This design comes from an exercise in tuning for small area, a short achievable clock period and few clock cycles per item on the open sky130 flow, not from production work.
RTL that was checked went through simulation tests only; none was proved equivalent to the original.
For run 1, only the layout was checked, not whether the RTL still works.

==> flow/design.v, too long to show whole: its modules and the start of the top module <==
// module tc_fa: 10 lines
// module tc_ao21: 8 lines
// module tc_dot_product: 2781 lines
module tc_dot_product #(
    parameter int shape_k    = SHAPE_K_DEF,
    parameter int in_width   = IN_WIDTH_DEF,
    parameter int depth_warp = DEPTH_WARP_DEF,
    parameter int fifo_depth = FIFO_DEPTH_DEF
) (
    input  logic                          clk,
    input  logic                          reset_i,
    input  logic [shape_k*in_width-1:0]   a_i,
    input  logic [shape_k*in_width-1:0]   b_i,
    input  logic [C_WIDTH-1:0]            c_i,
    input  tc_pkg::tc_op_e                        op_i,
    input  logic [IDXW_WIDTH-1:0]         ctrl_reg_idxw_i,
    input  logic [depth_warp-1:0]         ctrl_warpid_i,
    input  logic                          in_valid_i,
    input  logic                          out_ready_i,
    output logic                          in_ready_o,
    output logic                          out_valid_o,
    output logic [C_WIDTH-1:0]            result_o,
    output logic                          ovf_o,
    output logic [IDXW_WIDTH-1:0]         ctrl_reg_idxw_o,
    output logic [depth_warp-1:0]         ctrl_warpid_o
);
  // ...
==> flow/run.sh <==
#!/bin/bash
# synth_recipe.tcl (not shown) runs the flow's synth.tcl, then flattens the netlist and writes it again
# the make line also repeats each setting of config.mk as NAME=value (left out here)
make -C /OpenROAD-flow-scripts/flow DESIGN_CONFIG=/design/flow/config.mk WORK_HOME=/design/flow/orfs CLKGATE_MAP_FILE= SYNTH_SCRIPT=/design/flow/synth_recipe.tcl finish
==> flow/config.mk <==
export PLATFORM = sky130hd
export DESIGN_NAME = tc_dot_product
export DESIGN_NICKNAME = tc_dot_product
export VERILOG_FILES = /design/flow/design.v
export SDC_FILE = /design/flow/constraint.sdc
export NUM_CORES = 4
export LEC_CHECK = 0
export CAP_MARGIN = 20
export CORE_MARGIN = 2
export CORE_UTILIZATION = 40
export SETUP_SLACK_MARGIN = 1.5
export SLEW_MARGIN = 20
export SYNTH_HIERARCHICAL = 1
export SYNTH_MINIMUM_KEEP_SIZE = 0
==> flow/constraint.sdc <==
create_clock -name core_clock -period 5.5 [get_ports {clk}]
set_input_delay 1.1000 -clock core_clock [delete_from_list [all_inputs] [get_ports {clk}]]
set_output_delay 1.1000 -clock core_clock [all_outputs]
set_load 0.01 [all_outputs]
==> impl_results.md, run 1 <==
- Cell area after layout: 23,200 sq um
- Bufs and invs on worst path: 2
- Post-Synth Simple-Gate Area: 0.112
- Status: finished clean
- Seq cells post-synth: 129
- Highest metal used: met4
- Comb_multi_in: 1,266
- GR Util All Layers: 0.242
- Worst path depth: 16
- Slowest cell on the critical path: fa_1
- Clk slew on worst S/H paths: 50 ps
- Synth Area in Compound Gates: 0.0166
- Register area: 3850 sq um
- Clk tree area frac: 0.0239
- Synth unique cells: 31
- Number of detailed-route iterations in the first pass: 5
- Ys async rst share: 0
- Non-clock buffers: 249
- R2R Path Start: t1_q[37]
- Placed cell area: 22,200 sq um
- Largest cell class by area: multi-input gates
- Critical Path End Type: flop
- Setup bufs post-CTS: 7
- Die H: 221 microns
- Largest net degree at the start of global routing: 77
- Chip width: 221 microns
- Seq_cells: 129
- Layout cells sized above 1: 0.267
==> run 2, diff against run 1 <==
--- a/flow/design.v
+++ b/flow/design.v
@@ -49,17 +49,17 @@
     input  logic                          out_ready_i,
     output logic                          in_ready_o,
     output logic                          out_valid_o,
     output logic [C_WIDTH-1:0]            result_o,
     output logic                          ovf_o,
     output logic [IDXW_WIDTH-1:0]         ctrl_reg_idxw_o,
     output logic [depth_warp-1:0]         ctrl_warpid_o
 );
-    localparam int S = 2;    
+    localparam int S = 3;    
     logic sgn, uns;
     assign sgn = (op_i == OP_SIGNED);
     assign uns = !sgn;
     logic         adv;
     logic [S-1:0] vld_q;
     assign adv         = !vld_q[S-1] || out_ready_i;
     assign in_ready_o  = adv;
     assign out_valid_o = vld_q[S-1];
@@ -1313,16 +1313,17 @@
     logic s1226;
     logic c1227;
     logic s1228;
     logic c1229;
     logic s1230;
     logic c1231;
     logic s1232;
     logic c1233;
+    logic [172:0] t1_q;
     logic s1234;
     logic c1235;
     logic s1236;
     logic c1237;
     logic s1238;
     logic c1239;
     logic s1240;
     logic c1241;
@@ -1481,17 +1482,16 @@
     logic s1394;
     logic c1395;
     logic s1396;
     logic c1397;
     logic s1398;
     logic c1399;
     logic s1400;
     logic c1401;
-    logic [88:0] t1_q;
     logic s1402;
     logic c1403;
     logic s1404;
     logic c1405;
     logic s1406;
     logic c1407;
     logic s1408;
     logic c1409;
@@ -1574,16 +1574,17 @@
     logic s1486;
     logic c1487;
     logic s1488;
     logic c1489;
     logic s1490;
     logic c1491;
     logic s1492;
     logic c1493;
+    logic [53:0] t2_q;
     logic s1494;
     logic c1495;
     logic s1496;
     logic c1497;
     logic s1498;
     logic c1499;
     logic s1500;
     logic c1501;
@@ -1608,18 +1609,16 @@
     logic s1520;
     logic c1521;
     logic s1522;
     logic c1523;
     logic s1524;
     logic c1525;
     logic s1526;
     logic c1527;
-    logic s1528;
-    logic c1529;
     assign pp1 = ~(a_i[0] & b_i[0]);
     assign pp2 = ~(a_i[0] & b_i[1]);
     assign pp3 = ~(a_i[0] & b_i[2]);
     assign pp4 = ~(a_i[0] & b_i[3]);
     assign pp5 = ~(a_i[0] & b_i[4]);
     assign pp6 = ~(a_i[0] & b_i[5]);
     assign pp7 = ~(a_i[0] & b_i[6]);
     assign pp8 = (a_i[0] & b_i[7]) ^ uns;
@@ -2483,190 +2482,191 @@
     tc_fa u_fa352 (.a(s1064), .b(s1066), .ci(s838), .s(s1218), .co(c1219));
     tc_fa u_fa353 (.a(c1057), .b(c1059), .ci(c1061), .s(s1220), .co(c1221));
     tc_fa u_fa354 (.a(c1063), .b(c1065), .ci(c1067), .s(s1222), .co(c1223));
     tc_fa u_fa355 (.a(s1068), .b(s1070), .ci(s1072), .s(s1224), .co(c1225));
     tc_fa u_fa356 (.a(c1069), .b(c1071), .ci(c1073), .s(s1226), .co(c1227));
     tc_fa u_fa357 (.a(c1075), .b(c1077), .ci(s1078), .s(s1228), .co(c1229));
     tc_fa u_fa358 (.a(s1080), .b(s852), .ci(s854), .s(s1230), .co(c1231));
     tc_fa u_fa359 (.a(c1079), .b(c1081), .ci(s1082), .s(s1232), .co(c1233));
-    tc_fa u_fa360 (.a(s1084), .b(s862), .ci(~c_i[1]), .s(s1234), .co(c1235));
-    tc_fa u_fa361 (.a(c1085), .b(s1086), .ci(s1088), .s(s1236), .co(c1237));
-    tc_fa u_fa362 (.a(c1087), .b(c1089), .ci(c1091), .s(s1238), .co(c1239));
-    tc_fa u_fa363 (.a(s1092), .b(s1094), .ci(s1096), .s(s1240), .co(c1241));
-    tc_fa u_fa364 (.a(c1093), .b(c1095), .ci(c1097), .s(s1242), .co(c1243));
-    tc_fa u_fa365 (.a(s1098), .b(s1100), .ci(s1102), .s(s1244), .co(c1245));
-    tc_fa u_fa366 (.a(s1104), .b(s1106), .ci(~c_i[4]), .s(s1246), .co(c1247));
-    tc_fa u_fa367 (.a(c1099), .b(c1101), .ci(c1103), .s(s1248), .co(c1249));
-    tc_fa u_fa368 (.a(c1105), .b(c1107), .ci(s1108), .s(s1250), .co(c1251));
-    tc_fa u_fa369 (.a(s1110), .b(s1112), .ci(s1114), .s(s1252), .co(c1253));
-    tc_fa u_fa370 (.a(c1109), .b(c1111), .ci(c1113), .s(s1254), .co(c1255));
-    tc_fa u_fa371 (.a(c1115), .b(c1117), .ci(c1119), .s(s1256), .co(c1257));
-    tc_fa u_fa372 (.a(s1120), .b(s1122), .ci(s1124), .s(s1258), .co(c1259));
-    tc_fa u_fa373 (.a(s1126), .b(s1128), .ci(s1130), .s(s1260), .co(c1261));
-    tc_fa u_fa374 (.a(s1132), .b(s660), .ci(s662), .s(s1262), .co(c1263));
-    tc_fa u_fa375 (.a(c1121), .b(c1123), .ci(c1125), .s(s1264), .co(c1265));
-    tc_fa u_fa376 (.a(c1127), .b(c1129), .ci(c1131), .s(s1266), .co(c1267));
-    tc_fa u_fa377 (.a(c1133), .b(s1134), .ci(s1136), .s(s1268), .co(c1269));
-    tc_fa u_fa378 (.a(s1138), .b(s1140), .ci(s1142), .s(s1270), .co(c1271));
-    tc_fa u_fa379 (.a(s1144), .b(s1146), .ci(s1148), .s(s1272), .co(c1273));
-    tc_fa u_fa380 (.a(c1135), .b(c1137), .ci(c1139), .s(s1274), .co(c1275));
-    tc_fa u_fa381 (.a(c1141), .b(c1143), .ci(c1145), .s(s1276), .co(c1277));
-    tc_fa u_fa382 (.a(c1147), .b(c1149), .ci(s1150), .s(s1278), .co(c1279));
-    tc_fa u_fa383 (.a(s1152), .b(s1154), .ci(s1156), .s(s1280), .co(c1281));
-    tc_fa u_fa384 (.a(s1158), .b(s1160), .ci(s1162), .s(s1282), .co(c1283));
-    tc_fa u_fa385 (.a(s1164), .b(s1166), .ci(s742), .s(s1284), .co(c1285));
-    tc_fa u_fa386 (.a(c1151), .b(c1153), .ci(c1155), .s(s1286), .co(c1287));
-    tc_fa u_fa387 (.a(c1157), .b(c1159), .ci(c1161), .s(s1288), .co(c1289));
-    tc_fa u_fa388 (.a(c1163), .b(c1165), .ci(c1167), .s(s1290), .co(c1291));
-    tc_fa u_fa389 (.a(s1168), .b(s1170), .ci(s1172), .s(s1292), .co(c1293));
-    tc_fa u_fa390 (.a(s1174), .b(s1176), .ci(s1178), .s(s1294), .co(c1295));
-    tc_fa u_fa391 (.a(s1180), .b(s1182), .ci(s1018), .s(s1296), .co(c1297));
-    tc_fa u_fa392 (.a(c1169), .b(c1171), .ci(c1173), .s(s1298), .co(c1299));
-    tc_fa u_fa393 (.a(c1175), .b(c1177), .ci(c1179), .s(s1300), .co(c1301));
-    tc_fa u_fa394 (.a(c1181), .b(c1183), .ci(s1184), .s(s1302), .co(c1303));
-    tc_fa u_fa395 (.a(s1186), .b(s1188), .ci(s1190), .s(s1304), .co(c1305));
-    tc_fa u_fa396 (.a(s1192), .b(s1194), .ci(s1196), .s(s1306), .co(c1307));
-    tc_fa u_fa397 (.a(c1185), .b(c1187), .ci(c1189), .s(s1308), .co(c1309));
-    tc_fa u_fa398 (.a(c1191), .b(c1193), .ci(c1195), .s(s1310), .co(c1311));
-    tc_fa u_fa399 (.a(c1197), .b(s1198), .ci(s1200), .s(s1312), .co(c1313));
-    tc_fa u_fa400 (.a(s1202), .b(s1204), .ci(s1206), .s(s1314), .co(c1315));
-    tc_fa u_fa401 (.a(c1199), .b(c1201), .ci(c1203), .s(s1316), .co(c1317));
-    tc_fa u_fa402 (.a(c1205), .b(c1207), .ci(c1209), .s(s1318), .co(c1319));
-    tc_fa u_fa403 (.a(s1210), .b(s1212), .ci(s1214), .s(s1320), .co(c1321));
-    tc_fa u_fa404 (.a(s1216), .b(s1218), .ci(~c_i[12]), .s(s1322), .co(c1323));
-    tc_fa u_fa405 (.a(c1211), .b(c1213), .ci(c1215), .s(s1324), .co(c1325));
-    tc_fa u_fa406 (.a(c1217), .b(c1219), .ci(s1220), .s(s1326), .co(c1327));
-    tc_fa u_fa407 (.a(s1222), .b(s1224), .ci(s1074), .s(s1328), .co(c1329));
-    tc_fa u_fa408 (.a(c1221), .b(c1223), .ci(c1225), .s(s1330), .co(c1331));
-    tc_fa u_fa409 (.a(s1226), .b(s1228), .ci(s1230), .s(s1332), .co(c1333));
-    tc_fa u_fa410 (.a(c1227), .b(c1229), .ci(c1231), .s(s1334), .co(c1335));
-    tc_fa u_fa411 (.a(s1232), .b(cb513), .ci(uns), .s(s1336), .co(c1337));
-    tc_fa u_fa412 (.a(c1233), .b(c1083), .ci(uns), .s(s1338), .co(c1339));
-    tc_fa u_fa413 (.a(c1235), .b(s1236), .ci(s1090), .s(s1340), .co(c1341));
-    tc_fa u_fa414 (.a(c1237), .b(s1238), .ci(s1240), .s(s1342), .co(c1343));
-    tc_fa u_fa415 (.a(c1239), .b(c1241), .ci(s1242), .s(s1344), .co(c1345));
-    tc_fa u_fa416 (.a(c1243), .b(c1245), .ci(c1247), .s(s1346), .co(c1347));
-    tc_fa u_fa417 (.a(s1248), .b(s1250), .ci(s1252), .s(s1348), .co(c1349));
-    tc_fa u_fa418 (.a(c1249), .b(c1251), .ci(c1253), .s(s1350), .co(c1351));
-    tc_fa u_fa419 (.a(s1254), .b(s1256), .ci(s1258), .s(s1352), .co(c1353));
-    tc_fa u_fa420 (.a(c1255), .b(c1257), .ci(c1259), .s(s1354), .co(c1355));
-    tc_fa u_fa421 (.a(c1261), .b(c1263), .ci(s1264), .s(s1356), .co(c1357));
-    tc_fa u_fa422 (.a(s1266), .b(s1268), .ci(s1270), .s(s1358), .co(c1359));
-    tc_fa u_fa423 (.a(c1265), .b(c1267), .ci(c1269), .s(s1360), .co(c1361));
-    tc_fa u_fa424 (.a(c1271), .b(c1273), .ci(s1274), .s(s1362), .co(c1363));
-    tc_fa u_fa425 (.a(s1276), .b(s1278), .ci(s1280), .s(s1364), .co(c1365));
-    tc_fa u_fa426 (.a(c1275), .b(c1277), .ci(c1279), .s(s1366), .co(c1367));
-    tc_fa u_fa427 (.a(c1281), .b(c1283), .ci(c1285), .s(s1368), .co(c1369));
-    tc_fa u_fa428 (.a(s1286), .b(s1288), .ci(s1290), .s(s1370), .co(c1371));
-    tc_fa u_fa429 (.a(s1292), .b(s1294), .ci(s1296), .s(s1372), .co(c1373));
-    tc_fa u_fa430 (.a(c1287), .b(c1289), .ci(c1291), .s(s1374), .co(c1375));
-    tc_fa u_fa431 (.a(c1293), .b(c1295), .ci(c1297), .s(s1376), .co(c1377));
-    tc_fa u_fa432 (.a(s1298), .b(s1300), .ci(s1302), .s(s1378), .co(c1379));
-    tc_fa u_fa433 (.a(s1304), .b(s1306), .ci(s1038), .s(s1380), .co(c1381));
-    tc_fa u_fa434 (.a(c1299), .b(c1301), .ci(c1303), .s(s1382), .co(c1383));
-    tc_fa u_fa435 (.a(c1305), .b(c1307), .ci(s1308), .s(s1384), .co(c1385));
-    tc_fa u_fa436 (.a(s1310), .b(s1312), .ci(s1314), .s(s1386), .co(c1387));
-    tc_fa u_fa437 (.a(c1309), .b(c1311), .ci(c1313), .s(s1388), .co(c1389));
-    tc_fa u_fa438 (.a(c1315), .b(s1316), .ci(s1318), .s(s1390), .co(c1391));
-    tc_fa u_fa439 (.a(c1317), .b(c1319), .ci(c1321), .s(s1392), .co(c1393));
-    tc_fa u_fa440 (.a(c1323), .b(s1324), .ci(s1326), .s(s1394), .co(c1395));
-    tc_fa u_fa441 (.a(c1325), .b(c1327), .ci(c1329), .s(s1396), .co(c1397));
-    tc_fa u_fa442 (.a(c1331), .b(c1333), .ci(s1334), .s(s1398), .co(c1399));
-    tc_fa u_fa443 (.a(c1335), .b(c1337), .ci(s1338), .s(s1400), .co(c1401));
-    assign s1402 = ~(t1_q[22] ^ t1_q[23]);
-    assign c1403 = t1_q[22] | t1_q[23];
-    tc_fa u_fa444 (.a(t1_q[29]), .b(t1_q[30]), .ci(t1_q[31]), .s(s1404), .co(c1405));
-    assign s1406 = ~(t1_q[32] ^ t1_q[33]);
-    assign c1407 = t1_q[32] | t1_q[33];
-    tc_fa u_fa445 (.a(t1_q[37]), .b(t1_q[38]), .ci(t1_q[39]), .s(s1408), .co(c1409));
-    assign s1410 = ~(t1_q[40] ^ t1_q[41]);
-    assign c1411 = t1_q[40] | t1_q[41];
-    tc_fa u_fa446 (.a(t1_q[44]), .b(t1_q[45]), .ci(t1_q[46]), .s(s1412), .co(c1413));
-    tc_fa u_fa447 (.a(t1_q[47]), .b(t1_q[48]), .ci(t1_q[49]), .s(s1414), .co(c1415));
-    assign s1416 = ~(t1_q[50] ^ t1_q[51]);
-    assign c1417 = t1_q[50] | t1_q[51];
-    tc_fa u_fa448 (.a(t1_q[53]), .b(t1_q[54]), .ci(t1_q[55]), .s(s1418), .co(c1419));
-    tc_fa u_fa449 (.a(t1_q[56]), .b(t1_q[57]), .ci(t1_q[58]), .s(s1420), .co(c1421));
-    tc_fa u_fa450 (.a(t1_q[59]), .b(t1_q[60]), .ci(t1_q[61]), .s(s1422), .co(c1423));
-    tc_fa u_fa451 (.a(t1_q[62]), .b(t1_q[63]), .ci(t1_q[64]), .s(s1424), .co(c1425));
-    tc_fa u_fa452 (.a(t1_q[65]), .b(t1_q[66]), .ci(t1_q[67]), .s(s1426), .co(c1427));
-    tc_fa u_fa453 (.a(t1_q[69]), .b(t1_q[70]), .ci(t1_q[71]), .s(s1428), .co(c1429));
-    assign s1430 = ~(t1_q[11] ^ t1_q[12]);
-    assign c1431 = t1_q[11] | t1_q[12];
-    tc_fa u_fa454 (.a(t1_q[16]), .b(t1_q[17]), .ci(t1_q[18]), .s(s1432), .co(c1433));
-    assign s1434 = ~(t1_q[19] ^ t1_q[20]);
-    assign c1435 = t1_q[19] | t1_q[20];
-    tc_fa u_fa455 (.a(t1_q[24]), .b(t1_q[25]), .ci(t1_q[26]), .s(s1436), .co(c1437));
-    tc_fa u_fa456 (.a(t1_q[27]), .b(t1_q[28]), .ci(s1402), .s(s1438), .co(c1439));
-    tc_fa u_fa457 (.a(t1_q[34]), .b(t1_q[35]), .ci(t1_q[36]), .s(s1440), .co(c1441));
-    tc_fa u_fa458 (.a(c1403), .b(s1404), .ci(s1406), .s(s1442), .co(c1443));
-    tc_fa u_fa459 (.a(t1_q[42]), .b(t1_q[43]), .ci(c1405), .s(s1444), .co(c1445));
-    tc_fa u_fa460 (.a(c1407), .b(s1408), .ci(s1410), .s(s1446), .co(c1447));
-    tc_fa u_fa461 (.a(t1_q[52]), .b(c1409), .ci(c1411), .s(s1448), .co(c1449));
-    tc_fa u_fa462 (.a(s1412), .b(s1414), .ci(s1416), .s(s1450), .co(c1451));
-    tc_fa u_fa463 (.a(c1413), .b(c1415), .ci(c1417), .s(s1452), .co(c1453));
-    tc_fa u_fa464 (.a(s1418), .b(s1420), .ci(s1422), .s(s1454), .co(c1455));
-    tc_fa u_fa465 (.a(t1_q[68]), .b(c1419), .ci(c1421), .s(s1456), .co(c1457));
-    tc_fa u_fa466 (.a(c1423), .b(s1424), .ci(s1426), .s(s1458), .co(c1459));
-    tc_fa u_fa467 (.a(t1_q[72]), .b(t1_q[73]), .ci(t1_q[74]), .s(s1460), .co(c1461));
-    tc_fa u_fa468 (.a(c1425), .b(c1427), .ci(s1428), .s(s1462), .co(c1463));
-    tc_fa u_fa469 (.a(t1_q[75]), .b(t1_q[76]), .ci(t1_q[77]), .s(s1464), .co(c1465));
-    tc_fa u_fa470 (.a(t1_q[78]), .b(t1_q[79]), .ci(c1429), .s(s1466), .co(c1467));
-    assign s1468 = ~(t1_q[80] ^ t1_q[81]);
-    assign c1469 = t1_q[80] | t1_q[81];
-    assign s1470 = ~(t1_q[3] ^ t1_q[4]);
-    assign c1471 = t1_q[3] | t1_q[4];
-    tc_fa u_fa471 (.a(t1_q[7]), .b(t1_q[8]), .ci(t1_q[9]), .s(s1472), .co(c1473));
-    tc_fa u_fa472 (.a(t1_q[13]), .b(t1_q[14]), .ci(t1_q[15]), .s(s1474), .co(c1475));
-    tc_fa u_fa473 (.a(t1_q[21]), .b(c1431), .ci(s1432), .s(s1476), .co(c1477));
-    tc_fa u_fa474 (.a(c1433), .b(c1435), .ci(s1436), .s(s1478), .co(c1479));
-    tc_fa u_fa475 (.a(c1437), .b(c1439), .ci(s1440), .s(s1480), .co(c1481));
-    tc_fa u_fa476 (.a(c1441), .b(c1443), .ci(s1444), .s(s1482), .co(c1483));
-    tc_fa u_fa477 (.a(c1445), .b(c1447), .ci(s1448), .s(s1484), .co(c1485));
-    tc_fa u_fa478 (.a(c1449), .b(c1451), .ci(s1452), .s(s1486), .co(c1487));
-    tc_fa u_fa479 (.a(c1453), .b(c1455), .ci(s1456), .s(s1488), .co(c1489));
-    tc_fa u_fa480 (.a(c1457), .b(c1459), .ci(s1460), .s(s1490), .co(c1491));
-    tc_fa u_fa481 (.a(c1461), .b(c1463), .ci(s1464), .s(s1492), .co(c1493));
-    tc_fa u_fa482 (.a(t1_q[82]), .b(c1465), .ci(c1467), .s(s1494), .co(c1495));
-    assign s1496 = ~(t1_q[83] ^ t1_q[84]);
-    assign c1497 = t1_q[83] | t1_q[84];
-    assign s1498 = ~(t1_q[85] ^ t1_q[86]);
-    assign c1499 = t1_q[85] | t1_q[86];
-    assign s1500 = ~(t1_q[5] ^ t1_q[6]);
-    assign c1501 = t1_q[5] | t1_q[6];
-    tc_fa u_fa483 (.a(t1_q[10]), .b(c1471), .ci(s1472), .s(s1502), .co(c1503));
-    tc_fa u_fa484 (.a(s1430), .b(c1473), .ci(s1474), .s(s1504), .co(c1505));
-    tc_fa u_fa485 (.a(s1434), .b(c1475), .ci(s1476), .s(s1506), .co(c1507));
-    tc_fa u_fa486 (.a(s1438), .b(c1477), .ci(s1478), .s(s1508), .co(c1509));
-    tc_fa u_fa487 (.a(s1442), .b(c1479), .ci(s1480), .s(s1510), .co(c1511));
-    tc_fa u_fa488 (.a(s1446), .b(c1481), .ci(s1482), .s(s1512), .co(c1513));
-    tc_fa u_fa489 (.a(s1450), .b(c1483), .ci(s1484), .s(s1514), .co(c1515));
-    tc_fa u_fa490 (.a(s1454), .b(c1485), .ci(s1486), .s(s1516), .co(c1517));
-    tc_fa u_fa491 (.a(s1458), .b(c1487), .ci(s1488), .s(s1518), .co(c1519));
-    tc_fa u_fa492 (.a(s1462), .b(c1489), .ci(s1490), .s(s1520), .co(c1521));
-    tc_fa u_fa493 (.a(s1466), .b(c1491), .ci(s1492), .s(s1522), .co(c1523));
-    tc_fa u_fa494 (.a(s1468), .b(c1493), .ci(s1494), .s(s1524), .co(c1525));
-    tc_fa u_fa495 (.a(c1469), .b(c1495), .ci(s1496), .s(s1526), .co(c1527));
-    tc_fa u_fa496 (.a(t1_q[87]), .b(c1497), .ci(s1498), .s(s1528), .co(c1529));
+    tc_fa u_fa360 (.a(t1_q[36]), .b(t1_q[37]), .ci(t1_q[38]), .s(s1234), .co(c1235));
+    tc_fa u_fa361 (.a(t1_q[51]), .b(t1_q[52]), .ci(t1_q[53]), .s(s1236), .co(c1237));
+    tc_fa u_fa362 (.a(t1_q[54]), .b(t1_q[55]), .ci(t1_q[56]), .s(s1238), .co(c1239));
+    tc_fa u_fa363 (.a(t1_q[67]), .b(t1_q[68]), .ci(t1_q[69]), .s(s1240), .co(c1241));
+    tc_fa u_fa364 (.a(t1_q[70]), .b(t1_q[71]), .ci(t1_q[72]), .s(s1242), .co(c1243));
+    tc_fa u_fa365 (.a(t1_q[73]), .b(t1_q[74]), .ci(t1_q[75]), .s(s1244), .co(c1245));
+    assign s1246 = ~(t1_q[76] ^ t1_q[77]);
+    assign c1247 = t1_q[76] | t1_q[77];
+    tc_fa u_fa366 (.a(t1_q[85]), .b(t1_q[86]), .ci(t1_q[87]), .s(s1248), .co(c1249));
+    tc_fa u_fa367 (.a(t1_q[88]), .b(t1_q[89]), .ci(t1_q[90]), .s(s1250), .co(c1251));
+    tc_fa u_fa368 (.a(t1_q[91]), .b(t1_q[92]), .ci(t1_q[93]), .s(s1252), .co(c1253));
+    tc_fa u_fa369 (.a(t1_q[94]), .b(t1_q[95]), .ci(t1_q[96]), .s(s1254), .co(c1255));
+    assign s1256 = ~(t1_q[97] ^ t1_q[98]);
+    assign c1257 = t1_q[97] | t1_q[98];
+    tc_fa u_fa370 (.a(t1_q[103]), .b(t1_q[104]), .ci(t1_q[105]), .s(s1258), .co(c1259));
+    tc_fa u_fa371 (.a(t1_q[106]), .b(t1_q[107]), .ci(t1_q[108]), .s(s1260), .co(c1261));
+    tc_fa u_fa372 (.a(t1_q[109]), .b(t1_q[110]), .ci(t1_q[111]), .s(s1262), .co(c1263));
+    tc_fa u_fa373 (.a(t1_q[112]), .b(t1_q[113]), .ci(t1_q[114]), .s(s1264), .co(c1265));
+    assign s1266 = ~(t1_q[115] ^ t1_q[116]);
+    assign c1267 = t1_q[115] | t1_q[116];
+    tc_fa u_fa374 (.a(t1_q[120]), .b(t1_q[121]), .ci(t1_q[122]), .s(s1268), .co(c1269));
+    tc_fa u_fa375 (.a(t1_q[123]), .b(t1_q[124]), .ci(t1_q[125]), .s(s1270), .co(c1271));
+    tc_fa u_fa376 (.a(t1_q[126]), .b(t1_q[127]), .ci(t1_q[128]), .s(s1272), .co(c1273));
+    tc_fa u_fa377 (.a(t1_q[134]), .b(t1_q[135]), .ci(t1_q[136]), .s(s1274), .co(c1275));
+    tc_fa u_fa378 (.a(t1_q[25]), .b(t1_q[26]), .ci(t1_q[27]), .s(s1276), .co(c1277));
+    tc_fa u_fa379 (.a(t1_q[39]), .b(t1_q[40]), .ci(t1_q[41]), .s(s1278), .co(c1279));
+    tc_fa u_fa380 (.a(t1_q[42]), .b(t1_q[43]), .ci(t1_q[44]), .s(s1280), .co(c1281));
+    assign s1282 = ~(t1_q[45] ^ t1_q[46]);
+    assign c1283 = t1_q[45] | t1_q[46];
+    tc_fa u_fa381 (.a(t1_q[57]), .b(t1_q[58]), .ci(t1_q[59]), .s(s1284), .co(c1285));
+    tc_fa u_fa382 (.a(t1_q[60]), .b(t1_q[61]), .ci(t1_q[62]), .s(s1286), .co(c1287));
+    tc_fa u_fa383 (.a(t1_q[63]), .b(t1_q[64]), .ci(t1_q[65]), .s(s1288), .co(c1289));
+    assign s1290 = ~(t1_q[66] ^ c1235);
+    assign c1291 = t1_q[66] | c1235;
+    tc_fa u_fa384 (.a(t1_q[78]), .b(t1_q[79]), .ci(t1_q[80]), .s(s1292), .co(c1293));
+    tc_fa u_fa385 (.a(t1_q[81]), .b(t1_q[82]), .ci(t1_q[83]), .s(s1294), .co(c1295));
+    tc_fa u_fa386 (.a(t1_q[84]), .b(c1237), .ci(c1239), .s(s1296), .co(c1297));
+    tc_fa u_fa387 (.a(s1240), .b(s1242), .ci(s1244), .s(s1298), .co(c1299));
+    tc_fa u_fa388 (.a(t1_q[99]), .b(t1_q[100]), .ci(t1_q[101]), .s(s1300), .co(c1301));
+    tc_fa u_fa389 (.a(t1_q[102]), .b(c1241), .ci(c1243), .s(s1302), .co(c1303));
+    tc_fa u_fa390 (.a(c1245), .b(c1247), .ci(s1248), .s(s1304), .co(c1305));
+    tc_fa u_fa391 (.a(s1250), .b(s1252), .ci(s1254), .s(s1306), .co(c1307));
+    tc_fa u_fa392 (.a(t1_q[117]), .b(t1_q[118]), .ci(t1_q[119]), .s(s1308), .co(c1309));
+    tc_fa u_fa393 (.a(c1249), .b(c1251), .ci(c1253), .s(s1310), .co(c1311));
+    tc_fa u_fa394 (.a(c1255), .b(c1257), .ci(s1258), .s(s1312), .co(c1313));
+    tc_fa u_fa395 (.a(s1260), .b(s1262), .ci(s1264), .s(s1314), .co(c1315));
+    tc_fa u_fa396 (.a(t1_q[129]), .b(t1_q[130]), .ci(t1_q[131]), .s(s1316), .co(c1317));
+    tc_fa u_fa397 (.a(t1_q[132]), .b(t1_q[133]), .ci(c1259), .s(s1318), .co(c1319));
+    tc_fa u_fa398 (.a(c1261), .b(c1263), .ci(c1265), .s(s1320), .co(c1321));
+    tc_fa u_fa399 (.a(c1267), .b(s1268), .ci(s1270), .s(s1322), .co(c1323));
+    tc_fa u_fa400 (.a(t1_q[137]), .b(t1_q[138]), .ci(t1_q[139]), .s(s1324), .co(c1325));
+    tc_fa u_fa401 (.a(t1_q[140]), .b(t1_q[141]), .ci(t1_q[142]), .s(s1326), .co(c1327));
+    tc_fa u_fa402 (.a(t1_q[143]), .b(t1_q[144]), .ci(t1_q[145]), .s(s1328), .co(c1329));
+    tc_fa u_fa403 (.a(c1269), .b(c1271), .ci(c1273), .s(s1330), .co(c1331));
+    tc_fa u_fa404 (.a(t1_q[146]), .b(t1_q[147]), .ci(t1_q[148]), .s(s1332), .co(c1333));
+    tc_fa u_fa405 (.a(t1_q[149]), .b(t1_q[150]), .ci(t1_q[151]), .s(s1334), .co(c1335));
+    tc_fa u_fa406 (.a(t1_q[152]), .b(t1_q[153]), .ci(t1_q[154]), .s(s1336), .co(c1337));
+    tc_fa u_fa407 (.a(t1_q[8]), .b(t1_q[9]), .ci(t1_q[10]), .s(s1338), .co(c1339));
+    tc_fa u_fa408 (.a(t1_q[16]), .b(t1_q[17]), .ci(t1_q[18]), .s(s1340), .co(c1341));
+    tc_fa u_fa409 (.a(t1_q[19]), .b(t1_q[20]), .ci(t1_q[21]), .s(s1342), .co(c1343));
+    tc_fa u_fa410 (.a(t1_q[28]), .b(t1_q[29]), .ci(t1_q[30]), .s(s1344), .co(c1345));
+    tc_fa u_fa411 (.a(t1_q[31]), .b(t1_q[32]), .ci(t1_q[33]), .s(s1346), .co(c1347));
+    assign s1348 = ~(t1_q[34] ^ t1_q[35]);
+    assign c1349 = t1_q[34] | t1_q[35];
+    tc_fa u_fa412 (.a(t1_q[47]), .b(t1_q[48]), .ci(t1_q[49]), .s(s1350), .co(c1351));
+    tc_fa u_fa413 (.a(t1_q[50]), .b(s1234), .ci(c1277), .s(s1352), .co(c1353));
+    tc_fa u_fa414 (.a(s1278), .b(s1280), .ci(s1282), .s(s1354), .co(c1355));
+    tc_fa u_fa415 (.a(s1236), .b(s1238), .ci(c1279), .s(s1356), .co(c1357));
+    tc_fa u_fa416 (.a(c1281), .b(c1283), .ci(s1284), .s(s1358), .co(c1359));
+    tc_fa u_fa417 (.a(s1286), .b(s1288), .ci(s1290), .s(s1360), .co(c1361));
+    tc_fa u_fa418 (.a(s1246), .b(c1285), .ci(c1287), .s(s1362), .co(c1363));
+    tc_fa u_fa419 (.a(c1289), .b(c1291), .ci(s1292), .s(s1364), .co(c1365));
+    tc_fa u_fa420 (.a(s1294), .b(s1296), .ci(s1298), .s(s1366), .co(c1367));
+    tc_fa u_fa421 (.a(s1256), .b(c1293), .ci(c1295), .s(s1368), .co(c1369));
+    tc_fa u_fa422 (.a(c1297), .b(c1299), .ci(s1300), .s(s1370), .co(c1371));
+    tc_fa u_fa423 (.a(s1302), .b(s1304), .ci(s1306), .s(s1372), .co(c1373));
+    tc_fa u_fa424 (.a(s1266), .b(c1301), .ci(c1303), .s(s1374), .co(c1375));
+    tc_fa u_fa425 (.a(c1305), .b(c1307), .ci(s1308), .s(s1376), .co(c1377));
+    tc_fa u_fa426 (.a(s1310), .b(s1312), .ci(s1314), .s(s1378), .co(c1379));
+    tc_fa u_fa427 (.a(s1272), .b(c1309), .ci(c1311), .s(s1380), .co(c1381));
+    tc_fa u_fa428 (.a(c1313), .b(c1315), .ci(s1316), .s(s1382), .co(c1383));
+    tc_fa u_fa429 (.a(s1318), .b(s1320), .ci(s1322), .s(s1384), .co(c1385));
+    tc_fa u_fa430 (.a(s1274), .b(c1317), .ci(c1319), .s(s1386), .co(c1387));
+    tc_fa u_fa431 (.a(c1321), .b(c1323), .ci(s1324), .s(s1388), .co(c1389));
+    tc_fa u_fa432 (.a(s1326), .b(s1328), .ci(s1330), .s(s1390), .co(c1391));
+    tc_fa u_fa433 (.a(t1_q[155]), .b(c1275), .ci(c1325), .s(s1392), .co(c1393));
+    tc_fa u_fa434 (.a(c1327), .b(c1329), .ci(c1331), .s(s1394), .co(c1395));
+    tc_fa u_fa435 (.a(s1332), .b(s1334), .ci(s1336), .s(s1396), .co(c1397));
+    tc_fa u_fa436 (.a(t1_q[156]), .b(t1_q[157]), .ci(t1_q[158]), .s(s1398), .co(c1399));
+    tc_fa u_fa437 (.a(t1_q[159]), .b(t1_q[160]), .ci(t1_q[161]), .s(s1400), .co(c1401));
+    tc_fa u_fa438 (.a(c1333), .b(c1335), .ci(c1337), .s(s1402), .co(c1403));
+    tc_fa u_fa439 (.a(t1_q[162]), .b(t1_q[163]), .ci(t1_q[164]), .s(s1404), .co(c1405));
+    assign s1406 = ~(t1_q[165] ^ t1_q[166]);
+    assign c1407 = t1_q[165] | t1_q[166];
+    tc_fa u_fa440 (.a(t1_q[11]), .b(t1_q[12]), .ci(t1_q[13]), .s(s1408), .co(c1409));
+    tc_fa u_fa441 (.a(t1_q[22]), .b(t1_q[23]), .ci(t1_q[24]), .s(s1410), .co(c1411));
+    assign s1412 = ~(c1339 ^ s1340);
+    assign c1413 = c1339 | s1340;
+    tc_fa u_fa442 (.a(s1276), .b(c1341), .ci(c1343), .s(s1414), .co(c1415));
+    tc_fa u_fa443 (.a(s1344), .b(s1346), .ci(s1348), .s(s1416), .co(c1417));
+    tc_fa u_fa444 (.a(c1345), .b(c1347), .ci(c1349), .s(s1418), .co(c1419));
+    tc_fa u_fa445 (.a(s1350), .b(s1352), .ci(s1354), .s(s1420), .co(c1421));
+    tc_fa u_fa446 (.a(c1351), .b(c1353), .ci(c1355), .s(s1422), .co(c1423));
+    tc_fa u_fa447 (.a(s1356), .b(s1358), .ci(s1360), .s(s1424), .co(c1425));
+    tc_fa u_fa448 (.a(c1357), .b(c1359), .ci(c1361), .s(s1426), .co(c1427));
+    tc_fa u_fa449 (.a(s1362), .b(s1364), .ci(s1366), .s(s1428), .co(c1429));
+    tc_fa u_fa450 (.a(c1363), .b(c1365), .ci(c1367), .s(s1430), .co(c1431));
+    tc_fa u_fa451 (.a(s1368), .b(s1370), .ci(s1372), .s(s1432), .co(c1433));
+    tc_fa u_fa452 (.a(c1369), .b(c1371), .ci(c1373), .s(s1434), .co(c1435));
+    tc_fa u_fa453 (.a(s1374), .b(s1376), .ci(s1378), .s(s1436), .co(c1437));
+    tc_fa u_fa454 (.a(c1375), .b(c1377), .ci(c1379), .s(s1438), .co(c1439));
+    tc_fa u_fa455 (.a(s1380), .b(s1382), .ci(s1384), .s(s1440), .co(c1441));
+    tc_fa u_fa456 (.a(c1381), .b(c1383), .ci(c1385), .s(s1442), .co(c1443));
+    tc_fa u_fa457 (.a(s1386), .b(s1388), .ci(s1390), .s(s1444), .co(c1445));
+    tc_fa u_fa458 (.a(c1387), .b(c1389), .ci(c1391), .s(s1446), .co(c1447));
+    tc_fa u_fa459 (.a(s1392), .b(s1394), .ci(s1396), .s(s1448), .co(c1449));
+    tc_fa u_fa460 (.a(c1393), .b(c1395), .ci(c1397), .s(s1450), .co(c1451));
+    tc_fa u_fa461 (.a(s1398), .b(s1400), .ci(s1402), .s(s1452), .co(c1453));
+    tc_fa u_fa462 (.a(t1_q[167]), .b(c1399), .ci(c1401), .s(s1454), .co(c1455));
+    tc_fa u_fa463 (.a(c1403), .b(s1404), .ci(s1406), .s(s1456), .co(c1457));
+    tc_fa u_fa464 (.a(t1_q[168]), .b(t1_q[169]), .ci(t1_q[170]), .s(s1458), .co(c1459));
+    assign s1460 = ~(c1405 ^ c1407);
+    assign c1461 = c1405 | c1407;
+    assign s1462 = ~(t1_q[4] ^ t1_q[5]);
+    assign c1463 = t1_q[4] | t1_q[5];
+    tc_fa u_fa465 (.a(t1_q[14]), .b(t1_q[15]), .ci(s1338), .s(s1464), .co(c1465));
+    tc_fa u_fa466 (.a(s1342), .b(c1409), .ci(s1410), .s(s1466), .co(c1467));
+    tc_fa u_fa467 (.a(c1411), .b(c1413), .ci(s1414), .s(s1468), .co(c1469));
+    tc_fa u_fa468 (.a(c1415), .b(c1417), .ci(s1418), .s(s1470), .co(c1471));
+    tc_fa u_fa469 (.a(c1419), .b(c1421), .ci(s1422), .s(s1472), .co(c1473));
+    tc_fa u_fa470 (.a(c1423), .b(c1425), .ci(s1426), .s(s1474), .co(c1475));
+    tc_fa u_fa471 (.a(c1427), .b(c1429), .ci(s1430), .s(s1476), .co(c1477));
+    tc_fa u_fa472 (.a(c1431), .b(c1433), .ci(s1434), .s(s1478), .co(c1479));
+    tc_fa u_fa473 (.a(c1435), .b(c1437), .ci(s1438), .s(s1480), .co(c1481));
+    tc_fa u_fa474 (.a(c1439), .b(c1441), .ci(s1442), .s(s1482), .co(c1483));
+    tc_fa u_fa475 (.a(c1443), .b(c1445), .ci(s1446), .s(s1484), .co(c1485));
+    tc_fa u_fa476 (.a(c1447), .b(c1449), .ci(s1450), .s(s1486), .co(c1487));
+    tc_fa u_fa477 (.a(c1451), .b(c1453), .ci(s1454), .s(s1488), .co(c1489));
+    tc_fa u_fa478 (.a(c1455), .b(c1457), .ci(s1458), .s(s1490), .co(c1491));
+    assign s1492 = ~(t1_q[171] ^ c1459);
+    assign c1493 = t1_q[171] | c1459;
+    assign s1494 = ~(t2_q[1] ^ t2_q[2]);
+    assign c1495 = t2_q[1] | t2_q[2];
+    tc_fa u_fa479 (.a(t2_q[4]), .b(t2_q[5]), .ci(t2_q[6]), .s(s1496), .co(c1497));
+    tc_fa u_fa480 (.a(t2_q[7]), .b(t2_q[8]), .ci(t2_q[9]), .s(s1498), .co(c1499));
+    tc_fa u_fa481 (.a(t2_q[10]), .b(t2_q[11]), .ci(t2_q[12]), .s(s1500), .co(c1501));
+    tc_fa u_fa482 (.a(t2_q[13]), .b(t2_q[14]), .ci(t2_q[15]), .s(s1502), .co(c1503));
+    tc_fa u_fa483 (.a(t2_q[16]), .b(t2_q[17]), .ci(t2_q[18]), .s(s1504), .co(c1505));
+    tc_fa u_fa484 (.a(t2_q[19]), .b(t2_q[20]), .ci(t2_q[21]), .s(s1506), .co(c1507));
+    tc_fa u_fa485 (.a(t2_q[22]), .b(t2_q[23]), .ci(t2_q[24]), .s(s1508), .co(c1509));
+    tc_fa u_fa486 (.a(t2_q[25]), .b(t2_q[26]), .ci(t2_q[27]), .s(s1510), .co(c1511));
+    tc_fa u_fa487 (.a(t2_q[28]), .b(t2_q[29]), .ci(t2_q[30]), .s(s1512), .co(c1513));
+    tc_fa u_fa488 (.a(t2_q[31]), .b(t2_q[32]), .ci(t2_q[33]), .s(s1514), .co(c1515));
+    tc_fa u_fa489 (.a(t2_q[34]), .b(t2_q[35]), .ci(t2_q[36]), .s(s1516), .co(c1517));
+    tc_fa u_fa490 (.a(t2_q[37]), .b(t2_q[38]), .ci(t2_q[39]), .s(s1518), .co(c1519));
+    tc_fa u_fa491 (.a(t2_q[40]), .b(t2_q[41]), .ci(t2_q[42]), .s(s1520), .co(c1521));
+    tc_fa u_fa492 (.a(t2_q[43]), .b(t2_q[44]), .ci(t2_q[45]), .s(s1522), .co(c1523));
+    tc_fa u_fa493 (.a(t2_q[46]), .b(t2_q[47]), .ci(t2_q[48]), .s(s1524), .co(c1525));
+    tc_fa u_fa494 (.a(t2_q[49]), .b(t2_q[50]), .ci(t2_q[51]), .s(s1526), .co(c1527));
     always_ff @(posedge clk) begin
         if (adv) begin
-            t1_q <= {uns, uns, c1339, c1401, s1400, c1399, s1336, s1398, c1397, s1332, s1330, s1396, c1395, c1393, s1076, s1328, s1394, s1392, c1391, c1389, s1322, s1320, s1390, s1388, c1387, c1385, c1383, uns, s1208, s1386, s1384, s1382, c1381, c1379, c1377, c1375, ~c_i[10], s1380, s1378, s1376, s1374, c1373, c1371, c1369, c1367, s1372, s1370, s1368, s1366, c1365, c1363, c1361, s1284, s1282, s1364, s1362, s1360, c1359, c1357, c1355, s968, s1272, s1358, s1356, s1354, c1353, c1351, s1262, s1260, s1352, s1350, c1349, c1347, s1118, s1116, s1348, s1346, c1345, s1246, s1244, s1344, c1343, s566, s882, s1342, c1341, s1340, s1234, s856};
+            t1_q <= {uns, uns, uns, c1083, c1233, uns, cb513, s1232, c1231, c1229, c1227, s1230, s1228, s1226, c1225, c1223, c1221, s1076, s1074, s1224, s1222, s1220, c1219, c1217, c1215, c1213, c1211, ~c_i[12], s1218, s1216, s1214, s1212, s1210, c1209, c1207, c1205, c1203, c1201, c1199, uns, s1208, s1206, s1204, s1202, s1200, s1198, c1197, c1195, c1193, c1191, c1189, c1187, c1185, ~c_i[10], s1038, s1196, s1194, s1192, s1190, s1188, s1186, s1184, c1183, c1181, c1179, c1177, c1175, c1173, c1171, c1169, s1018, s1182, s1180, s1178, s1176, s1174, s1172, s1170, s1168, c1167, c1165, c1163, c1161, c1159, c1157, c1155, c1153, c1151, s742, s1166, s1164, s1162, s1160, s1158, s1156, s1154, s1152, s1150, c1149, c1147, c1145, c1143, c1141, c1139, c1137, c1135, s968, s1148, s1146, s1144, s1142, s1140, s1138, s1136, s1134, c1133, c1131, c1129, c1127, c1125, c1123, c1121, s662, s660, s1132, s1130, s1128, s1126, s1124, s1122, s1120, c1119, c1117, c1115, c1113, c1111, c1109, s1118, s1116, s1114, s1112, s1110, s1108, c1107, c1105, c1103, c1101, c1099, ~c_i[4], s1106, s1104, s1102, s1100, s1098, c1097, c1095, c1093, s566, s882, s1096, s1094, s1092, c1091, c1089, c1087, s1090, s1088, s1086, c1085, ~c_i[1], s862, s1084, s856};
+            t2_q <= {t1_q[172], c1493, s1492, c1491, c1461, s1490, c1489, s1460, s1488, c1487, s1456, s1486, c1485, s1452, s1484, c1483, s1448, s1482, c1481, s1444, s1480, c1479, s1440, s1478, c1477, s1436, s1476, c1475, s1432, s1474, c1473, s1428, s1472, c1471, s1424, s1470, c1469, s1420, s1468, c1467, s1416, s1466, c1465, s1412, s1464, c1463, s1408, s1462, t1_q[7], t1_q[6], t1_q[3], t1_q[2], t1_q[1], t1_q[0]};
         end
     end
     logic          sgn_t;
     logic [19:0] ra, rb;
     logic [15:0]   lo;
     logic [4:0]    hi0, hi1, hi;
     logic          ovf0, ovf1;
     logic [15:0]   sat_val;
     logic          sat_ovf;
-    assign sgn_t = sgn_q[0];
-    assign ra  = ~{t1_q[88], c1499, c1527, c1525, c1523, c1521, c1519, c1517, c1515, c1513, c1511, c1509, c1507, c1505, c1503, c1501, s1470, t1_q[2], t1_q[1], t1_q[0]};
-    assign rb  = ~{1'b1, c1529, s1528, s1526, s1524, s1522, s1520, s1518, s1516, s1514, s1512, s1510, s1508, s1506, s1504, s1502, s1500, 1'b1, 1'b1, 1'b1};
+    assign sgn_t = sgn_q[1];
+    assign ra  = ~{t2_q[53], t2_q[52], c1525, c1523, c1521, c1519, c1517, c1515, c1513, c1511, c1509, c1507, c1505, c1503, c1501, c1499, c1497, c1495, t2_q[3], t2_q[0]};
+    assign rb  = ~{1'b1, c1527, s1526, s1524, s1522, s1520, s1518, s1516, s1514, s1512, s1510, s1508, s1506, s1504, s1502, s1500, s1498, s1496, s1494, 1'b1};
     logic [19:0] pg_g, pg_p;
     assign pg_g = ra & rb;
     assign pg_p = ra ^ rb;
     logic lo_g0_1, lo_p0_1;
     tc_ao21 u_lo_g0_1 (.g(pg_g[1]), .p(pg_p[1]), .gl(pg_g[0]), .y(lo_g0_1));
     assign lo_p0_1 = pg_p[1] & pg_p[0];
     logic lo_g0_3, lo_p0_3;
     tc_ao21 u_lo_g0_3 (.g(pg_g[3]), .p(pg_p[3]), .gl(pg_g[2]), .y(lo_g0_3));
==> run 2 against run 1 <==
- synthesized cell count up 11%
- clock skew is 12 ps higher
- flip-flop and latch count is 149 higher
- die area rose by 24%
- cell count grew 13%
- register-to-register slack improved by 700 ps
- cell area grew 16%
- non-clock buffer count shrank 55
- first-iteration DRC count is 78% higher
- sequential share of layout area increased by 14 points
==> impl_results.md, run 2 <==
- Setup Skew: 22.2 ps
- Synth Area per Inst: 13.0 sq um
- Reg2Reg Setup Slack: 1870 ps
- Final nets: 2,570
- DIE AREA: 60,400 sq um
- Seq cells post-synth: 278 (+120%)
- Final HPWL DP: 54,700 microns
- Synth area leaders: fa_1 (42%), edfxtp_1 (35%), nand2_1 (8.3%)
- Most numerous cell in the Yosys netlist: nand2_1
- Critical Path End Type: output port
- DRT antenna net count: 0
- Max reg flops: 169
- Primary FF master, synth: edfxtp_1
- Worst slew margin: 0.279
- # H-tree levels: 2
- Starting DRC count in detailed routing: 1,214
- Commonest non-fill, non-tap cells in the layout: nand2_1 (518), fa_1 (495), edfxtp_1 (275), clkdlybuf4s50_1 (188), xnor2_1 (130)
- Status: finished clean
- Min-delay worst type: reg -> reg
- Chip width: 246 microns (+11%)
- DR vias/cell: 5.16
- Regs by FF count: t1_q (169), t2_q (54), idxw_q (24)
- Number of detailed-route iterations in the first pass: 5 (unchanged)
- Biggest register: t1_q
- Layout area overhead: 14.8%
- Gpl congestion: 0.964
- Sequential fraction of the synthesis area: 0.356
- Clk slew on worst S/H paths: 50 ps (about the same)
- Placement Setup Slack: 1410 ps
- Crit path launch type: input port
- Hold slack final: 417 ps
- Num CTS Buffers: 35
- Clk buf depth: 3
- Max-cap viol count: 0
- Synth unique cells: 42 (+35%)
- Vias in the first global route: 15,900
- Largest net degree at the start of global routing: 169 (+120%)
- Placed cell area: 25,700 sq um (+16%)
- Arrival time worst endpoint: 2670 ps
- Top-area cell type share of the netlist area: 0.424
- Hold-fix buffers, CTS: 0
- Max Slew Vio Count: 0
- Critical Path Start: out_ready_i
- Finished Layout Cells: 2,676
- Ys async rst share: 0 (unchanged)
- Vias after detailed routing: 13,800
- Later-pin clock latency in the skew report: 560 ps
- R2R Path Start: t2_q[46]
- Worst Max-Slew Pin Slew: 1080 ps
- Clk sinks: 278
- Synth area leader: fa_1
- Final core utilization: 0.465
- EDFF count, synth: 275
- Worst Path Max Fanout: 35
- Gr ovfl total: 0
- Layout cells sized above 1: 0.0335 (-0.234)
- Crit Path Class: in -> out
- First-pass GRT wire length: 99,300 microns
- Layout fillers: 5,131
- Synth Instances: 1,800
- Most common cell after layout, fill and taps aside: nand2_1
- Cell area after layout: 26,900 sq um (+16%)
- CTS tree: yes
- Fin crit share: 0.686
- Die H: 246 microns (+11%)
- Detailed Route WL: 65,300 microns
- Cell Area, Synth: 23,400 sq um
- Placed cell count: 2,611
- Max frequency: 0.265 GHz
- GR Util All Layers: 0.227 (-0.0150)
- Root Driver: clkbuf_16
- Register area: 8320 sq um (+120%)
- Minimum clock period: 3770 ps
- Multi-input logic area: 14,100 sq um
- # rows: 88
- Post-synth top cells: nand2_1 (518), fa_1 (495), edfxtp_1 (275), xnor2_1 (130), clkbuf_1 (127)
- Setup tns final: 0 ps
- Residual DRC: 0
- Initial antenna violation count: 3
- Core ar.: 57,800 sq um
- Final Hold Viols: 0
- WL/cell: 24.4 microns
- Unrepaired setup endpoints after global routing: no
- Crit path required time: 4400 ps
- IO buf count: 189
- Total I/O pin count: 190
- Synth warn: 9
- Final WS setup: 1730 ps
- Setup violators final: 0
- Starting Density: 0.405
- Hold Crit Start: idxw_q[0][1]
-- run 2: cell type report --
class	count	share of cell area
timing repair buffer	194	0.0739
inverter	99	0.0138
multi-input combinational	1276	0.525
tap	765	0.0356
sequential	278	0.310
antenna	1	0.0000932
clock inverter	19	0.00769
clock buffer	44	0.0339
-- run 2: logic make-up (layout without fill, tap and decap cells) --
| logic type | after synthesis | in the layout | synth area share |
|---|---|---|---|
| AO/OA/AOI/OAI | 65 | 65 | 0.0198 |
| XOR/XNOR | 135 | 135 | 0.0509 |
| adder cells (fa/ha/maj) | 526 | 526 | 0.440 |
| buffers and inverters | 246 | 356 | 0.0417 |
| flip-flops | 278 | 278 | 0.356 |
| multiplexers | 2 | 2 | 0.000856 |
| other | 1 | 2 | 0.000160 |
| AND/OR/NAND/NOR | 547 | 547 | 0.0908 |
-- run 2: layer usage --
layer / global-route usage / up-vias / routed length [microns]
li1: - / 5772 / -
met1: 0.296 / 7275 / 25900
met2: 0.377 / 648 / 31700
met3: 0.0588 / 118 / 5930
met4: 0.0635 / 0 / 1740
met5: 0 / - / 0
-- run 2: critical path: stages --
cell,delay (ps)
clkdlybuf4s50_1,460
nand2b_4,440
clkdlybuf4s50_1,640
-- run 2: path summary, 6_finish.rpt --
path / depth (start not counted) / endpoint
hold / removal: 0 / idxw_q[1][1]
setup / recovery: 3 / in_ready_o
setup reg to reg: 11 / result_o[14]
hold reg to reg: 0 / idxw_q[1][1]
-- run 2: repair_timing --
item / CTS / global route
setup endpoints to repair: 15 / 5
buffers inserted: 0 / 1
resized for setup: 1 / 0
hold endpoints to repair: 0 / 0
-- run 2: per-module statistics from Yosys, one instance, submodules excluded --
module          area (sq um)  flops+latches  times used
tc_fa                   20.0              0         495
tc_ao21                 7.51              0          32
tc_dot_product         13200            278           1
Testbench counts of run 2, summed over its fixed seeds: cycles 3,224, items 3,200.
==> run 3, diff against run 2 <==
--- a/flow/config.mk
+++ b/flow/config.mk
@@ -10,3 +10,3 @@
 export CORE_UTILIZATION = 40
-export SETUP_SLACK_MARGIN = 1.5
+export SETUP_SLACK_MARGIN = 2.6
 export SLEW_MARGIN = 20
==> run 3 against run 2 <==
- synthesized area unchanged
- first-iteration DRC count decreased by 16%
- cell area increased by 7.7%
- hold slack got worse by 1.5 ps
- setup slack improved by 540 ps
- register-to-register slack improved by 400 ps
- critical path type is now reg -> reg
==> impl_results.md, run 3 <==
- Most numerous cell in the Yosys netlist: nand2_1
- Total I/O pin count: 190 (unchanged)
- Clk sinks: 278 (unchanged)
- Critical Path End Type: flop
- Final nets: 2,613 (+1.7%)
- Cell area after layout: 28,900 sq um (+7.7%)
- Slowest cell on the critical path: fa_1
- Synth unique cells: 42 (unchanged)
- Synth warn: 9 (unchanged)
- Setup tns final: 0 ps (unchanged)
- Cells on Worst Hold Path: 0 (unchanged)
- Biggest register: t1_q
- Placement Setup Slack: 1400 ps (-11.4 ps)
- IO buf count: 189 (unchanged)
- Cell count of the worst reg-to-reg path: 13 (+2)
- Worst Path Max Fanout: 7 (-80%)
- Root Driver: clkbuf_16
- R2R Path Start: t2_q[6]
- Number of detailed-route iterations in the first pass: 5 (unchanged)
- Starting DRC count in detailed routing: 1,024 (-16%)
- EDFF count, synth: 275 (unchanged)
- CTS tree: yes
- Cell repeated most along the worst path: a21o_4
- Max reg flops: 169 (unchanged)
- Post-synth top cells: nand2_1 (518), fa_1 (495), edfxtp_1 (275), xnor2_1 (130), clkbuf_1 (127)
- Final Hold Viols: 0 (unchanged)
- Max frequency: 0.310 GHz (+17%)
- Arrival time worst endpoint: 3520 ps (+850 ps)
- Synth area leaders: fa_1 (42%), edfxtp_1 (35%), nand2_1 (8.3%)
- Max-cap viol count: 0 (unchanged)
- Starting Density: 0.405 (unchanged)
- CP Cell Sequence: fa_1 > inv_2 > ha_4 > and2_4 > a21o_4 > a21o_4 > a21o_4 > a311o_2 > buf_6 > a21oi_4 > buf_6 > buf_16 > a21oi_2
- Chip width: 246 microns (unchanged)
- Synth Area per Inst: 13.0 sq um (unchanged)
- Largest net degree at the start of global routing: 96 (-43%)
- Setup Skew: 17.4 ps (-4.79 ps)
- Commonest non-fill, non-tap cells in the layout: nand2_1 (466), fa_1 (310), edfxtp_1 (275), fa_2 (185), inv_1 (96)
- Later-pin clock latency in the skew report: 550 ps (about the same)
- Synth area leader: fa_1
- Setup violators final: 0 (unchanged)
- RR Endpoint: result_o[2]
- Worst slew margin: 0.497 (+0.219)
- Ys async rst share: 0 (unchanged)
- Final HPWL DP: 57,000 microns (+4.2%)
- Worst min-delay path endpoint: t2_q[5]
- Synth Instances: 1,800 (unchanged)
- Gr ovfl total: 0 (unchanged)
- Final WS setup: 2270 ps (+541 ps)
- Residual DRC: 0 (unchanged)
- Vias in the first global route: 15,900 (+0.063%)
- # rows: 88 (unchanged)
- # H-tree levels: 2 (unchanged)
- Vias after detailed routing: 14,000 (+1.7%)
- Crit Path Class: reg -> reg
- Unrepaired setup endpoints after global routing: yes
- Most common cell after layout, fill and taps aside: nand2_1
- Worst Max-Slew Pin Slew: 754 ps (-328 ps)
- Initial antenna violation count: 5 (+2)
- Hold Crit Start: t1_q[7]
- GR Util All Layers: 0.239 (+0.0122)
- Layout area overhead: 23.7%
- Placed cell area: 27,200 sq um (+5.9%)
- Core ar.: 57,800 sq um (unchanged)
- Clk slew on worst S/H paths: 60 ps (about the same)
- Die H: 246 microns (unchanged)
- First-pass GRT wire length: 103,000 microns (+4.1%)
- Seq cells post-synth: 278 (unchanged)
- Cell Area, Synth: 23,400 sq um (unchanged)
- Hold-fix buffers, CTS: 0 (unchanged)
- Bufs and invs on worst path: 4 (+2)
- DIE AREA: 60,400 sq um (unchanged)
- Layout cells sized above 1: 0.312 (+0.278)
- Status: finished clean
- Crit path required time: 5790 ps (+1390 ps)
- WL/cell: 25.7 microns (+5.1%)
- Gpl congestion: 0.970 (+0.64%)
- Top delay family on crit path: compound AO/OA/AOI/OAI gates
- DRT antenna net count: 0 (unchanged)
- Clk buf depth: 3 (unchanged)
- Top-area cell type share of the netlist area: 0.424 (unchanged)
- Reg2Reg Setup Slack: 2270 ps (+400 ps)
- Num CTS Buffers: 34 (-2.9%)
- Minimum clock period: 3230 ps (-541 ps)
- Min-delay worst type: reg -> reg
- Critical Path Max Stage Delay: 560 ps (-80 ps)
- Crit path launch type: flop
- Detailed Route WL: 69,700 microns (+6.8%)
- Sequential fraction of the synthesis area: 0.356 (unchanged)
- Max Slew Vio Count: 0 (unchanged)
- Fin crit share: 0.587 (-0.0983)
- DR vias/cell: 5.17 (about the same)
- Regs by FF count: t1_q (169), t2_q (54), idxw_q (24)
- Primary FF master, synth: edfxtp_1
-- run 3: stage by stage --
| stage | cells | utilization | hold slack [ps] |
|---|---|---|---|
| 2_1_floorplan | 1800 | - | 400 |
| 3_3_place_gp | 2621 | 0.471 | 401 |
| 3_5_place_dp | 2621 | 0.471 | 405 |
| 4_1_cts | 2707 | 0.497 | 413 |
| 5_1_grt | 2717 | 0.500 | 422 |
| 6_report | 2718 | 0.500 | 415 |
-- run 3: cells by family after synthesis --
family          share of synthesized area
simple gates                       0.0908
fa+ha+maj                           0.440
flops                               0.356
buf+inv                            0.0417
xor+xnor                           0.0509
compound gates                     0.0198
mux                              0.000856
other cells                      0.000160
-- run 3: worst register-to-register path, stage by stage (launching register included) --
cell and delay [ps]:
edfxtp_1 400, fa_1 560, inv_2 50, ha_4 210, and2_4 150, a21o_4 220
a21o_4 230, a21o_4 230, a311o_2 350, buf_6 140, a21oi_4 130, buf_6 140
buf_16 140, a21oi_2 40
-- run 3: area by class of cell --
class                           count  area (sq um)
Fill cell                        5009         28900
Multi-Input combinational cell   1276         16100
Sequential cell                   278          8320
Timing Repair Buffer              238          2150
Tap cell                          765           957
Clock buffer                       43           906
Inverter                           99           372
Clock inverter                     18           106
Antenna cell                        1          2.50
-- run 3: per-module statistics from Yosys, one instance, submodules excluded --
module	times used	area [sq um]	cells inside
tc_dot_product	1	13200	1273
tc_fa	495	20.0	1
tc_ao21	32	7.51	1
-- run 3: what timing repair did --
action / in CTS / in global routing
endpoints found under the setup margin: 250 / 123
gates cloned: 6 / 3
gates resized for setup: 655 / 157
setup buffers: 19 / 7
pin swaps: 38 / 29
-- run 3: routing by layer --
layer	global-route usage	vias up	share of wire
met3	0.0426	100	0.063
met1	0.320	7576	0.42
li1	-	5868	-
met4	0.0626	2	0.023
met5	0	-	0.00019
met2	0.405	495	0.50
-- run 3: worst max path at each step --
stage	from	endpoint	slack, ps	cells past startpoint
final	t2_q[6]	result_o[2]	2270	13
after floorplan	out_ready_i	in_ready_o	1330	1
after detailed placement	a_i[52]	t1_q[132]	1400	6
after CTS	t2_q[9]	result_o[3]	2200	14
after global routing	t2_q[6]	result_o[12]	2160	14
after global placement	b_i[39]	t1_q[101]	1420	6

## what the ideal ports hide
The flow's constraints put no driver on any port. The routed layouts listed below were extracted and timed again, unchanged, in two steps.
Step 1, drivers: a clkbuf_16 drives clk and a buf_2 each remaining input, both assumed.
Step 2 times the ports against the registers' clock, not the clock port: input delays grow and output delays shrink by t, the midpoint of the rising clock arrivals with the driver on.
Three values: ideal, step 1, step 2; two values: the first two.
run	shift t [ns]	setup WS [ns]	hold WS [ns]	clock arrival spread, ns	slew at the worst register clock pin (ns)
run 1	0.473	1.166 / 1.166 / 0.822	0.417 / 0.417 / 0.417	0.010 / 0.010	0.06 / 0.06
run 2	0.609	1.729 / 1.707 / 1.390	0.417 / 0.417 / 0.417	0.027 / 0.026	0.06 / 0.06
run 3	0.595	2.270 / 2.270 / 1.887	0.415 / 0.415 / 0.415	0.021 / 0.021	0.06 / 0.06
After both steps every run listed still meets setup and hold. For run 3, which loses most, drivers alone change the setup slack by 0.000 ns; drivers and shift together by -0.383 ns.
